From an optimization exercise on the open Yosys and OpenROAD flow, aimed at a short achievable clock period and few clock cycles per item; shortcuts taken in it are not production practice.
The RTL was checked by simulation tests, not by an equivalence proof against the original design.
Power is estimated from default activity; no workload was simulated.

## flow/design.v (module list and top-level ports; edited modules follow where they fit)
// module jump_trajectory_profiler_top: 909 lines
module jump_trajectory_profiler_top #(
    parameter int POS_BITS  = POS_BITS_DEF,
    parameter int FRAC_BITS = FRAC_BITS_DEF,
    localparam int CFG_W    = (POS_BITS > TICK_W) ? POS_BITS : TICK_W
) (
    input  logic                       i_clk,
    input  logic                       i_rst_n,
    input  logic                       i_cfg_wr_en,
    input  logic [CFG_IDX_W-1:0]       i_cfg_addr,
    input  logic [CFG_W-1:0]           i_cfg_wr_data,
    input  logic                       i_in_valid,
    output logic                       o_in_stall,
    input  logic                       i_command,
    input  logic signed [POS_BITS-1:0] i_start_height,
    output logic                       o_out_valid,
    input  logic                       i_out_stall,
    output logic signed [POS_BITS-1:0] o_target_x,
    output logic signed [POS_BITS-1:0] o_target_z,
    output logic [PHASE_W-1:0]         o_phase
);
  // ...
==> flow/flow/run.sh <==
#!/bin/bash
set -euo pipefail
MARGIN=$(cat flow/margin.txt)
bash standard.sh SETUP_SLACK_MARGIN=$MARGIN finish > standard_flow.log 2>&1
==> flow/flow/margin.txt <==
6.0
==> flow/standard.sh <==
#!/bin/bash
# synth_recipe.tcl (not shown) runs the flow's synth.tcl, then flattens the netlist and writes it again
# the make line also repeats each setting of config.mk as NAME=value (left out here)
make -C /OpenROAD-flow-scripts/flow DESIGN_CONFIG=/design/flow/config.mk WORK_HOME=/design/flow/orfs CLKGATE_MAP_FILE= SYNTH_SCRIPT=/design/flow/synth_recipe.tcl "${@:-finish}"
==> flow/config.mk <==
export PLATFORM = sky130hd
export DESIGN_NAME = jump_trajectory_profiler_top
export DESIGN_NICKNAME = jump_trajectory_profiler_top
export VERILOG_FILES = /design/flow/design.v
export SDC_FILE = /design/flow/constraint.sdc
export NUM_CORES = 4
export LEC_CHECK = 0
export CAP_MARGIN = 20
export CORE_MARGIN = 2
export CORE_UTILIZATION = 40
export SLEW_MARGIN = 20
==> flow/constraint.sdc <==
create_clock -name core_clock -period 10.0 [get_ports {i_clk}]
set_input_delay 2.0000 -clock core_clock [delete_from_list [all_inputs] [get_ports {i_clk}]]
set_output_delay 2.0000 -clock core_clock [all_outputs]
set_load 0.01 [all_outputs]
==> results.tsv, run 1 <==
metric	value	unit
switching fraction of total power	40.6	%
most instantiated cells after synthesis	2377 x inv_1, 2138 x dfxtp_1, 1859 x ha_1	
clock network power share	23.2	%
Cells after DPL	23100	
number of flops mapped to enable cells by yosys	799	
most frequent cells in the layout	2349 x inv_1, 2074 x dfxtp_1, 1800 x ha_1	
Clock Path Buffers	4	
Highest Signal Layer	met5	
Psw	22.2	mW
worst skew pair latency	1.01	ns
DRT antenna net count	0	
outcome	timing/DRC/antenna clean	
DRC	0	
Seq/total area	32.1	%
Reg power frac	28.5	%
CP max-delay cell	fa_1	
routing usage on met1	33.5	%
power per cell area	262	mW/mm^2
hold buffers post-CTS	0	
clock sink total	2937	
top-count cell post-synth	inv_1	
Reg2Reg Setup Slack	5.78	ns
CTS H-Tree Depth	5	
drt pass-1 iters	9	
crit path from	r_d[1]	
Buffers, non-clock	648	
worst path bufs/invs	2	
P_clk	12.7	mW
Worst-path clk slew	0.07	ns
die footprint	0.459	mm^2
Worst Skew	0.110	ns
total track usage	23.9	%
area growth from synthesis to layout	14.9	%
Testbench counts, summed over its fixed seeds: cycles 8,374, items 7,934.
==> run 2: changes to the inputs <==
==> flow/run.sh (new file) <==
#!/bin/bash
# synth_recipe.tcl (not shown) runs the flow's synth.tcl, then flattens the netlist and writes it again
# the make line also repeats each setting of config.mk as NAME=value (left out here)
make -C /OpenROAD-flow-scripts/flow DESIGN_CONFIG=/design/flow/config.mk WORK_HOME=/design/flow/orfs CLKGATE_MAP_FILE= SYNTH_SCRIPT=/design/flow/synth_recipe.tcl finish
removed: flow/flow/run.sh
removed: flow/flow/margin.txt
removed: flow/standard.sh
==> run 2 against run 1 <==
Critical path depth is the same; sequential share of layout area grew 1.0 points; clock-buffer cell count grew 21; still clean; critical endpoint is now s1_m[15][10]; fmax shrank 28%; worst setup slack lost 1.7 ns; core utilization shrank 1.5 points; flip-flop and latch count is the same; cell area shrank 3.2%; sequential power is essentially flat; synthesized cell count is the same; first-iteration DRC count grew 5.8%.
==> results.tsv, run 2 <==
metric	value	unit	change
outcome	timing/DRC/antenna clean		
Synth cell types	100		
number of synthesized register bits	2937		
worst skew pair latency	1.01	ns	about the same
drt pass-1 iters	11		+2
Final Hold Viols	0		
post-DR vias/cell	5.39		
clock sink total	2937		unchanged
CP required	10.85	ns	
Worst Hold Class	flop to flop		
CP arrival	6.72	ns	
reg2reg path depth	16		
Post-CTS Setup Inserts	0		
most instantiated cells after synthesis	2377 x inv_1, 2138 x dfxtp_1, 1859 x ha_1		
CTS tree	built		
Worst IR Drop VDD	280	uV	
Area contributors post-synth	dfxtp_1 24%, fa_1 13%, edfxtp_1 13%		
total CTS buffers	334		
Slew Limit Fails	0		
power per cell area	268	mW/mm^2	+2.3%
DRC	0		unchanged
total gr overflow	0		
fill count	42300		
CP max-delay cell	buf_4		
WHS Endpoint	m1b_g[12]		
Initial Util	40.1	%	
# nets final	20600		
CP Capture Type	flop		
Synth Net Count	20400		
share of layout cells above drive strength 1	6.96	%	
fin crit period	5.87	ns	
die footprint	0.459	mm^2	unchanged
Reg2Reg Setup Slack	4.13	ns	-1.65 ns
Root Buffer	clkbuf_16		
Vias	128000		
Max-Cap Viols	0		
most flop-heavy register	r_q		
final setup margin	4.13	ns	
Worst Setup Path Type	flop to flop		
final instance area	0.202	mm^2	
1st-iter DRT viols	12700		
DRT antenna net count	0		unchanged
CTS H-Tree Depth	5		unchanged
DPL Wire Length	428	mm	
pin count of the biggest net entering global routing	73		
Reg-to-Reg Start	r_tick[0]		
RD Place Congestion	0.997		
die width	678	um	
Yosys top cell area share	23.6	%	
Primary FF master, synth	dfxtp_1		
setup TNS	0	ns	
core box area	0.452	mm^2	
routed wire length	557	mm	
CTS resizes	0		
Crit path max-delay family	compound AO/OA/AOI/OAI gates		
Worst Skew	0.125	ns	+0.0152 ns
ys async rst share	0	%	
number of flops mapped to enable cells by yosys	799		unchanged
r2r endpoint	s1_m[15][10]		
most frequent cells in the layout	2377 x inv_1, 2127 x dfxtp_1, 1859 x ha_1		
hold buffers post-CTS	0		unchanged
RSZ-0062 raised after global routing	no		
Slew @ Worst Pin	1.23	ns	
cell taking the most area after synthesis	dfxtp_1		
Post-Synthesis Mean Instance Area	10.5	um^2	
max reg flops	624		
worst path cell trace	inv_1, ha_1, fa_1, nor2b_1, o31ai_1, a211oi_1, nor2_1, a31oi_1, a21oi_1, o21ai_1, xnor2_2, a21oi_4, buf_4, buf_4, a222oi_1, inv_1		
Hold Startpoint	m1a_g[12]		
Die Y-Extent	678	um	
leakage power	89.4	nW	
WL/cell	23.4	um	
area growth from synthesis to layout	11.2	%	
Final Setup Violations	0		
Rel. slew slack	17.9	%	
Hold Path Depth	0		
placed cell area	0.190	mm^2	
worst hold margin	0.313	ns	
CP max stage delay	0.77	ns	
Clock Path Buffers	4		unchanged
CP Max Fanout	69		
CP Launch Type	flop		
global-route wire length before repair	824	mm	
Worst-path clk slew	0.06	ns	about the same
top-count cell post-synth	inv_1		
commonest non-fill, non-tap cell in the layout	inv_1		
initial antenna violation count	25		
num rows	247		
Cell Area, Synth	0.181	mm^2	
worst path bufs/invs	4		+2
register area share after synthesis	36.8	%	
Mapped Cells	17300		
Buffers on Ports	85		
pre-CTS WS	4.35	ns	
total track usage	23.8	%	-0.15 points
Max Clock Freq	170	MHz	
number of global-route vias before repair	125000		
I/O Pins	86		
Final Util	44.6	%	
Synthesis Warnings	14		
period utilisation layout	58.7	%	
## run 2: cell types whose count changed in the layout (fill, tap and decap cells not counted), moves of 34 or more
cell     previous run  this run
a21oi_1           655       769
dfxtp_2            48         6
dfxtp_1          2074      2127
ha_4               48         0
buf_6              38         0
ha_1             1800      1859
a21oi_2           100         1
o21ai_0           473       533
o21ai_2            34         0
buf_4             471       221
## run 2: metal layers
metal | track usage (%) | routed length, um | share of wire, % | vias to the layer above
li1 | - | - | - | 59600
met1 | 33.5 | 249000 | 45 | 63200
met2 | 37.2 | 247000 | 44 | 4389
met3 | 3.28 | 37300 | 6.7 | 817
met4 | 8.77 | 23900 | 4.3 | 6
met5 | 0 | 44 | 0.0079 | -
## run 2: worst register-to-register path: stages, from the launching register on
cell and delay [ns]:
dfxtp_1 0.45, inv_1 0.13, ha_1 0.23, fa_1 0.41, nor2b_1 0.17, o31ai_1 0.16, a211oi_1 0.47, nor2_1 0.18
a31oi_1 0.21, a21oi_1 0.11, o21ai_1 0.35, xnor2_2 0.33, a21oi_4 0.64, buf_4 0.64, buf_4 0.78, a222oi_1 0.41
inv_1 0.09
## run 2: logic make-up (layout without fill, tap and decap cells)
| kind of cell | count (synthesis) | in the layout | share of synthesized area [%] |
|---|---|---|---|
| and+or+nand+nor | 3935 | 3935 | 11.1 |
| AOI/OAI and AO/OA | 3128 | 3128 | 11.7 |
| xor gates and xnor gates | 1068 | 1068 | 5.16 |
| adders and majority gates | 3080 | 3080 | 26.3 |
| DFF | 2937 | 2937 | 36.8 |
| other | 0 | 21 | 0 |
| buffers and inverters | 2809 | 3303 | 5.85 |
| muxes | 306 | 306 | 3.10 |
## run 2: stage by stage
step	cells	total power, mW
after floorplan	17300	33.2
after global placement	23100	41.0
after detailed placement	23100	41.4
after CTS	23700	54.4
after global routing	23700	58.5
final	23800	54.1
## run 2: area by class of cell
| class | count | area (um^2) | share of cell area, % |
|---|---|---|---|
| antenna | 21 | 52.6 | 0.0261 |
| multi-input combinational | 11500 | 104000 | 51.7 |
| inverter | 2377 | 8920 | 4.42 |
| sequential | 2937 | 66800 | 33.1 |
| tap | 5976 | 7480 | 3.71 |
| clock buffer | 439 | 9400 | 4.66 |
| clock inverter | 180 | 2220 | 1.10 |
| timing repair buffer | 307 | 2520 | 1.25 |
## run 2: worst max path at each step
stage | startpoint | to | depth (start not counted)
4_1_cts | r_tick[0] | s1_m[8][13] | 16
5_1_grt | r_tick[1] | s1_m[15][10] | 15
3_5_place_dp | r_tick[0] | s1_m[15][2] | 16
3_3_place_gp | r_tick[0] | s1_m[12][6] | 16
2_1_floorplan | i_out_stall | r_ne | 8
6_report | r_tick[0] | s1_m[15][10] | 16
## run 2: report_power, final
group	internal, mW	leakage, nW	switching (mW)	total (mW)
clock network	7.48	5.63	5.36	12.8
logic	10.5	57.9	15.2	25.7
registers	14.1	25.8	1.43	15.5

-- afterwards: timing with drivers on the ports --
The results above use ideal ports. As a check the final layouts listed here were re-extracted and re-timed, cells and wires unchanged. Step 1 (the two cells are an assumption about what drives the block):
set clk [get_ports {i_clk}]
set_driving_cell -lib_cell sky130_fd_sc_hd__clkbuf_16 $clk
set_driving_cell -lib_cell sky130_fd_sc_hd__buf_2 [delete_from_list [all_inputs] $clk]
Step 2 moves the port delays by t, midway between the first and last clock arrival at a register: inputs arrive t later, outputs are due t later. That takes back most of the time a late clock gives input paths. Slacks: ideal ports / drivers / drivers and shift; pairs: ideal ports / drivers.
run | shift t [ns] | setup slack, ns | clock arrival spread, ns | worst slew at a driven data input, ns | pins driven straight from the clock port
run 1 | 1.093 | 5.785 / 5.785 / 5.205 | 0.133 / 0.133 | 0.12 | 1
run 2 | 1.067 | 4.131 / 4.131 / 4.131 | 0.144 / 0.144 | 0.13 | 1
After both steps every run listed still meets setup and hold. For run 1, which loses most, drivers alone change the setup slack by 0.000 ns; drivers and shift together by -0.580 ns.
